Background: an optimization exercise with open tools, aiming at small area. Do not read the settings as production practice. The RTL was checked by simulation tests, not by an equivalence proof against the original design. Power figures rest on the tool's default switching activity, not on a simulated workload.

[design/flow/run.sh]
#!/bin/bash
# synth_recipe.tcl (not shown) runs the flow's synth.tcl, then flattens the netlist and writes it again
# the make line also repeats each setting of config.mk as NAME=value (left out here)
make -C /OpenROAD-flow-scripts/flow DESIGN_CONFIG=/design/flow/config.mk WORK_HOME=/design/flow/orfs CLKGATE_MAP_FILE= SYNTH_SCRIPT=/design/flow/synth_recipe.tcl finish
[design/flow/config.mk]
export PLATFORM = sky130hd
export DESIGN_NAME = bomber_top
export DESIGN_NICKNAME = bomber_top
export VERILOG_FILES = /design/flow/design.v
export SDC_FILE = /design/flow/constraint.sdc
export NUM_CORES = 8
export LEC_CHECK = 0
export CAP_MARGIN = 20
export CORE_MARGIN = 2
export CORE_UTILIZATION = 30
export SLEW_MARGIN = 20
[design/flow/constraint.sdc]
create_clock -name core_clock -period 12.0 [get_ports {clk}]
set_input_delay 2.4000 -clock core_clock [delete_from_list [all_inputs] [get_ports {clk}]]
set_output_delay 2.4000 -clock core_clock [all_outputs]
set_load 0.01 [all_outputs]
[design/flow/design.v]
`timescale 1ns/1ns
module bomber_top
(
	input  logic        clk,
	input  logic        rst,
	input  logic [11:0] paddr_i,
	input  logic        psel_i,
	input  logic        penable_i,
	input  logic        pwrite_i,
	input  logic [31:0] pwdata_i,
	output logic [31:0] prdata_o,
	output logic        pready_o,
	output logic        pslverr_o
);
	localparam logic [6:0] T_GRANT = 7'd96;   
	localparam logic [6:0] T_CAP   = 7'd32;   
	function automatic logic cov(input logic [3:0] qr, input logic [3:0] qc,
		input logic [3:0] cr, input logic [3:0] cc, input logic bh, input logic bu, input logic bd);
		logic [4:0] dr, dc;
		logic br, bl, h, v;
		dr = {1'b0, qr} - {1'b0, cr};
		dc = {1'b0, qc} - {1'b0, cc};
		br = bh & !cc[1];
		bl = bh & cc[1];
		h = (dc == 5'd0) | (!cr[0] & ((dc == 5'd1) | (dc == 5'h1f) | ((dc == 5'd2) & !br) | ((dc == 5'h1e) & !bl)));
		v = (dr == 5'd0) | (!cc[0] & ((dr == 5'd1) | (dr == 5'h1f) | ((dr == 5'd2) & !bd) | ((dr == 5'h1e) & !bu)));
		cov = ((dr == 5'd0) & h) | ((dc == 5'd0) & v);
	endfunction
	logic       cmd_v;
	logic       cmd_sel;
	logic [2:0] cmd_op;
	logic       breq;
	logic       bsel;
	logic [3:0] pr [2];
	logic [3:0] pc [2];
	logic       dead [2];
	logic [1:0] dcnt [2];
	logic [6:0] tm [4];
	logic [3:0] sr [4];
	logic [3:0] sc [4];
	logic       sbh [4];
	logic       sbu [4];
	logic       sbd [4];
	logic [8:0] box6;    
	logic [4:0] box5;    
	logic vis [4], live [4], idle [4], fuse [4];
	always_comb begin
		for (int j = 0; j < 4; j++) begin
			vis[j]  = (tm[j] >= 7'd16) && (tm[j] <= 7'd31);
			live[j] = (tm[j] >= 7'd18);
			idle[j] = (tm[j] <= 7'd16);
			fuse[j] = (tm[j] >= 7'd33);
		end
	end
	function automatic logic box_at(input logic [8:0] b6, input logic [4:0] b5,
		input logic [3:0] r, input logic [3:0] c);
		box_at = ((c == 4'd6) && r <= 4'd8 && b6[r]) || ((c == 4'd5) && !r[0] && r <= 4'd8 && b5[r[3:1]]);
	endfunction
	logic access, wr_cmd, in_map, addr_err;
	assign access   = psel_i & penable_i;
	assign wr_cmd   = access & pwrite_i & (paddr_i == 12'h000);
	assign pready_o = 1'b1;
	assign in_map   = paddr_i >= 12'h100 && paddr_i[1:0] == 2'b00 && paddr_i < 12'h2B0;
	always_comb begin
		case (paddr_i)
			12'h000: addr_err = !pwrite_i;
			12'h004, 12'h008, 12'h00C: addr_err = pwrite_i;
			default: addr_err = pwrite_i || !in_map;
		endcase
	end
	assign pslverr_o = addr_err;
	logic [4:0] rd_q;    
	logic [3:0] rd_r, rd_c;
	assign rd_q = paddr_i[8:4] - 5'd16;
	always_comb begin
		rd_r = 4'(rd_q / 5'd3);
		rd_c = {2'(rd_q % 5'd3), paddr_i[3:2]};
	end
	logic [3:0] own_r, own_c, tg_r, tg_c, q_r, q_c;
	logic       at_edge, is_move;
	assign own_r = cmd_sel ? pr[1] : pr[0];
	assign own_c = cmd_sel ? pc[1] : pc[0];
	always_comb begin
		tg_r = own_r;
		tg_c = own_c;
		is_move = 1'b1;
		at_edge = 1'b0;
		case (cmd_op)
			3'd0: if (own_r == 4'd0) at_edge = 1'b1; else tg_r = own_r - 4'd1;
			3'd1: if (own_r == 4'd8) at_edge = 1'b1; else tg_r = own_r + 4'd1;
			3'd2: if (own_c == 4'd0) at_edge = 1'b1; else tg_c = own_c - 4'd1;
			3'd3: if (own_c == 4'd11) at_edge = 1'b1; else tg_c = own_c + 4'd1;
			default: is_move = 1'b0;
		endcase
	end
	assign q_r = cmd_v ? tg_r : rd_r;
	assign q_c = cmd_v ? tg_c : rd_c;
	logic q_blast, q_bub, q_wall, q_box;
	always_comb begin
		q_blast = 1'b0;
		q_bub   = 1'b0;
		for (int j = 0; j < 4; j++) begin
			q_blast = q_blast | (vis[j] & cov(q_r, q_c, sr[j], sc[j], sbh[j], sbu[j], sbd[j]));
			q_bub   = q_bub | (live[j] & (q_r == sr[j]) & (q_c == sc[j]));
		end
		q_wall = q_r[0] & q_c[0];
		q_box  = box_at(box6, box5, q_r, q_c);
	end
	logic [2:0] q_cell;
	assign q_cell = q_blast ? 3'd4 : q_bub ? 3'd3 : q_wall ? 3'd1 : q_box ? 3'd2 : 3'd0;
	always_comb begin
		prdata_o = '0;
		if (paddr_i[9:8] == 2'b00) begin
			case (paddr_i[3:2])
				2'd1: prdata_o[1:0] = {dead[1], dead[0]};
				2'd2: begin prdata_o[3:0] = pc[0]; prdata_o[11:8] = pr[0]; end
				default: begin prdata_o[3:0] = pc[1]; prdata_o[11:8] = pr[1]; end
			endcase
		end else begin
			prdata_o[2:0] = q_cell;
		end
	end
	logic sel_dead, move_ok, drop_ok;
	assign sel_dead = cmd_sel ? dead[1] : dead[0];
	assign move_ok  = is_move & !at_edge & (q_blast | (!q_bub & !q_wall & !q_box));
	assign drop_ok  = cmd_op == 3'd4 && !q_bub;
	always_ff @(posedge clk or posedge rst) begin
		if (rst) begin
			cmd_v <= 1'b0;
			breq  <= 1'b0;
		end else begin
			cmd_v <= wr_cmd;
			breq  <= cmd_v & !sel_dead & drop_ok;
		end
	end
	always_ff @(posedge clk) begin
		if (wr_cmd) begin
			cmd_op  <= pwdata_i[2:0];
			cmd_sel <= pwdata_i[4];
		end
		bsel <= cmd_sel;
	end
	logic p_inb [2];
	always_comb begin
		for (int p = 0; p < 2; p++) begin
			p_inb[p] = 1'b0;
			for (int j = 0; j < 4; j++)
				p_inb[p] = p_inb[p] | (vis[j] & cov(pr[p], pc[p], sr[j], sc[j], sbh[j], sbu[j], sbd[j]));
		end
	end
	always_ff @(posedge clk or posedge rst) begin
		if (rst) begin
			pr[0] <= 4'd0;  pc[0] <= 4'd0;
			pr[1] <= 4'd8;  pc[1] <= 4'd11;
			dead[0] <= 1'b0;
			dead[1] <= 1'b0;
		end else begin
			for (int p = 0; p < 2; p++) begin
				if (cmd_v && cmd_sel == p[0] && !dead[p] && move_ok) begin
					pr[p] <= tg_r;
					pc[p] <= tg_c;
				end
				if (!dead[p] && p_inb[p] && dcnt[p] == 2'd3)
					dead[p] <= 1'b1;
			end
		end
	end
	always_ff @(posedge clk) begin
		for (int p = 0; p < 2; p++) begin
			if (!dead[p]) begin
				if (!p_inb[p])
					dcnt[p] <= 2'd0;
				else if (dcnt[p] != 2'd3)
					dcnt[p] <= dcnt[p] + 2'd1;
			end
		end
	end
	logic grant [4];
	logic chain [4];
	always_comb begin
		grant[0] = breq & !bsel & idle[0];
		grant[1] = breq & !bsel & !idle[0] & idle[1];
		grant[2] = breq &  bsel & idle[2];
		grant[3] = breq &  bsel & !idle[2] & idle[3];
		for (int i = 0; i < 4; i++) begin
			chain[i] = 1'b0;
			for (int j = 0; j < 4; j++)
				if (j != i)
					chain[i] = chain[i] | (vis[j] & cov(sr[i], sc[i], sr[j], sc[j], sbh[j], sbu[j], sbd[j]));
		end
	end
	always_ff @(posedge clk or posedge rst) begin
		if (rst) begin
			for (int j = 0; j < 4; j++)
				tm[j] <= 7'd0;
		end else begin
			for (int j = 0; j < 4; j++) begin
				if (grant[j])
					tm[j] <= T_GRANT;
				else if (fuse[j] && chain[j])
					tm[j] <= T_CAP;
				else if (tm[j] != 7'd0)
					tm[j] <= tm[j] - 7'd1;
			end
		end
	end
	always_ff @(posedge clk) begin
		for (int j = 0; j < 4; j++) begin
			if (grant[j]) begin
				sr[j] <= bsel ? pr[1] : pr[0];
				sc[j] <= bsel ? pc[1] : pc[0];
			end
			if (!vis[j]) begin
				sbh[j] <= ((sc[j] == 4'd4 || sc[j] == 4'd6) && !sr[j][0] && box5[sr[j][3:1]]) ||
				          ((sc[j] == 4'd5 || sc[j] == 4'd7) && box6[sr[j]]);
				sbu[j] <= (sc[j] == 4'd6) && sr[j] != 4'd0 && box6[sr[j] - 4'd1];
				sbd[j] <= (sc[j] == 4'd6) && sr[j] < 4'd8 && box6[sr[j] + 4'd1];
			end
		end
	end
	always_ff @(posedge clk or posedge rst) begin
		if (rst) begin
			box6 <= 9'h1ff;
			box5 <= 5'h1f;
		end else begin
			for (int r = 0; r < 9; r++) begin
				for (int j = 0; j < 4; j++) begin
					if (vis[j] && cov(4'(r), 4'd6, sr[j], sc[j], sbh[j], sbu[j], sbd[j]))
						box6[r] <= 1'b0;
					if (r % 2 == 0 && vis[j] && cov(4'(r), 4'd5, sr[j], sc[j], sbh[j], sbu[j], sbd[j]))
						box5[r / 2] <= 1'b0;
				end
			end
		end
	end
endmodule
==> flow_metrics.py <==
metrics = {
    "clock_tree": {
        "cts.sinks": 115,
        "htree_levels": 4,
        "clkLatencyLatePin_ps": 450,
        "cts_buffer_depth": 2,
        "cts_root_buf": "clkbuf_16",
        "path_clk_slew_ps": 60,
        "numCtsBuffers": 17,
        "cts_tree": "yes",
        "post_cts_buffers": 0,
        "cts_resized": 0,
        "cts_hold_buffers": 0,
    },
    "cells_and_area": {
        "num_antenna_cells": 0,
        "post_layout_nonfiller_instances": 3582,
        "syn2layout_area_growth_pct": 9.42,
        "final_nets": 3011,
        "drive_above_1_share_pct": 7.19,
    },
    "worst_setup_path": {
        "crit_type": "primary input to primary output",
        "critical_path_arrival_ps": 8920,
        "cp-end-kind": "primary output",
        "reg2reg_depth": 14,
        "crit_path_start_kind": "primary input",
        "required_ps": 9600,
        "cp_max_fo": 18,
    },
    "sta": {
        "finalHoldViolCount": 0,
        "min_period_ps": 11320,
        "fin_tns_setup_ps": 0,
        "min_period_over_period_pct": 94.4,
        "report.final.slew_viol_count": 0,
        "clock_skew_ps": 11.5,
        "fmax_ghz": 0.0883,
        "max-slew-margin-rel_pct": 24.5,
        "setup_violations": 0,
        "worstMarginPinSlew_ps": 1120,
        "rsz0062_at_grt": "no",
        "hold_ws_ps": 544,
    },
    "yosys": {
        "ys_async_sr_fraction_pct": 53.9,
        "yosysWarnings": 18,
        "synthesis.area_um2": 21100,
        "synth_edf_count": 52,
        "ys_ff_latch": 115,
        "synth_area_per_cell_um2": 7.99,
        "ys_seq_area_share_pct": 15.0,
        "ys_types": 108,
        "synth_flop_cell": "edfxtp_1",
        "syn_inst": 2636,
    },
    "detailed_routing": {
        "firstDrtPassIters": 6,
        "drtAntennaViolNets": 0,
        "drc": 0,
        "via_count": 20900,
        "routedWlPerCell_um": 22.0,
        "drt-initial-drc-count": 2244,
        "wl_um": 78700,
        "viasPerCell": 5.83,
    },
    "global_route": {
        "grt_pass1_wl_um": 118000,
        "grt_pass1_vias": 19100,
        "grt-ovfl-total": 0,
        "grtUsageTotal_pct": 21.6,
        "grt_max_degree": 63,
        "antenna_found_initial": 0,
    },
    "outcome": {
        "outcome": "timing/DRC/antenna clean",
    },
    "placed_design": {
        "placedCellCount": 3550,
        "portBuffers": 29,
        "gp_congestion": 0.956,
        "hpwl_um": 56600,
    },
    "die": {
        "initial_utilization_pct": 30.2,
        "die_h_um": 269,
        "dieWidth_um": 269,
        "io_pins": 83,
        "die_area_um2": 72400,
        "core_um2": 69800,
        "rows": 97,
    },
    "pwr": {
        "vdd_ir_drop_max_v": 0.0000734,
        "p_leak_nw": 9.44,
        "p_per_area_nw_per_um2": 76.2,
    },
    "job": {
        "maxCapViolations": 0,
    },
    "min_path": {
        "hp-class": "flop to flop",
        "hold_depth": 2,
    },
}
[path summary, 6_finish.rpt]
| kind | startpoint | to | slack [ps] |
|---|---|---|---|
| worst max-delay path | paddr_i[8] | prdata_o[2] | 680 |
| worst max register to register | pr[0][1]$_DFFE_PP0P_ | pc[0][2]$_DFFE_PP0P_ | 5800 |
| max in group asynchronous | rst | tm[2][6]$_DFFE_PP0P_ | 8840 |
| worst min-delay path | box5[0]$_DFFE_PP1P_ | box5[0]$_DFFE_PP1P_ | 540 |
| min in group asynchronous | rst | cmd_v$_DFF_PP0_ | 2540 |
| worst min register to register | box5[0]$_DFFE_PP1P_ | box5[0]$_DFFE_PP1P_ | 540 |
[registers in the layout, indices dropped and copies added, names as in the netlist, 5 cells and up]
signal  count
tm         28
sc         16
sr         16
box6        9
pc          8
pr          8
box5        5
[layout make-up]
cell class / count / area (um^2)
clock buffers: 18 / 429
fillers: 7303 / 46700
inverters: 182 / 683
flip-flops and latches: 115 / 3160
multi-input cells: 2227 / 16700
well taps: 940 / 1180
repair buffers: 86 / 718
clock inverters: 14 / 186
[placed cells by master (no fill, tap or decap), drive strengths merged, types with 29 or more instances in the layout]
master and count:
dfrtp 44, nor2b 41, nor2 169, nand2 192
edfxtp 52, nand2b 46, nand4 34, o21ai 167
buf 57, a211oi 46, mux2i 62, xnor2 53
a21o 73, clkdlybuf4s50 29, nand3 68, nor3 100
xor2 55, a31oi 41, inv 180, ha 285
fa 48, a21oi 224
[worst max-delay path, stage by stage]
cell             delay [ps]
clkdlybuf4s50_1         450
buf_4                   160
inv_1                    60
ha_1                    190
buf_4                   190
nor2b_1                 160
a311oi_1                220
buf_4                   190
mux2i_1                  70
ha_1                    250
o311ai_0                360
o2111ai_1               210
a31oi_2                 370
a22oi_2                 170
inv_1                   270
ha_1                    250
fa_1                    460
a21oi_1                 140
and3_1                  200
nand3_1                  80
mux4_2                  440
or4b_2                  660
nand3_1                 200
nor2_1                   70
a21oi_1                 130
clkdlybuf4s50_1         560
[logic make-up (layout without fill, tap and decap cells)]
kind of cell    after synthesis  in the layout  share of synthesized area [%]
buf+inv                     317            300                           6.25
simple gates                836            836                           20.5
flops                       115            115                           15.0
mux                         106            106                           6.46
compound gates              819            819                           25.8
xor+xnor                    108            108                           4.49
fa+ha+maj                   333            333                           21.5
other cells                   2             25                         0.0356
[per-stage QoR]
step / area, um^2 / setup slack (ps) / utilization [%] / total power [W]
after floorplan: 21200 / 2110 / - / 0.000950
after global placement: 22400 / 671 / 32.1 / 0.00119
after detailed placement: 22400 / 686 / 32.1 / 0.00119
after CTS: 23000 / 644 / 33.0 / 0.00175
after global routing: 23100 / 110 / 33.0 / 0.00183
final: 23100 / 676 / 33.0 / 0.00176
[Yosys cell counts, types with 46 or more instances]
cell type  instances  area, um^2
xnor2_1           53         464
a21o_1            73         548
nor3_1           100         500
nand2_1          192         721
nand2b_1          46         288
fa_1              48         961
xor2_1            55         482
nand3_1           68         340
clkbuf_1          94         353
a21oi_1          224        1120
o21ai_0          158         791
ha_1             285        3570
inv_1            175         657
mux2i_1           60         601
edfxtp_1          52        1560
nor2_1           169         634
[power by group]
group / switching (W) / leakage (nW) / total, W / internal, W
Clock: 0.000209 / 0.291 / 0.000554 / 0.000346
Combinational: 0.000395 / 7.93 / 0.000603 / 0.000207
Sequential: 0.000118 / 1.22 / 0.000600 / 0.000482
[layer usage]
| metal | GRT usage, % | share of wire [%] | vias to the layer above |
|---|---|---|---|
| li1 | - | - | 9803 |
| met1 | 28.5 | 42 | 9851 |
| met2 | 34.2 | 44 | 1029 |
| met3 | 2.79 | 8.8 | 198 |
| met4 | 11.8 | 5.7 | 0 |
| met5 | 0 | 0 | - |

==> re-timing with driven ports <==
Ports are ideal in the flow. The routed layout listed here was re-timed in OpenROAD.
Step 1 sets driving cells, clkbuf_16 on the clock port and buf_2 on the other inputs (assumed; they add their load-dependent delay and slew).
Step 2, shift: input delay + t, output delay - t, t = (earliest + latest rising clock arrival at the registers) / 2. This alone moves slack from input paths to output paths.
a / b / c = no drivers / after step 1 / after step 2; a / b = the first two.
t (ns): 0.506
setup slack, ns: 0.676 / 0.647 / 0.647
worst setup path at the end: input to output
slew at the worst register clock pin (ns): 0.06 / 0.06
After both steps setup and hold are still met in this run. The setup slack of this run moves by -0.029 ns with the drivers and by -0.029 ns with both steps.
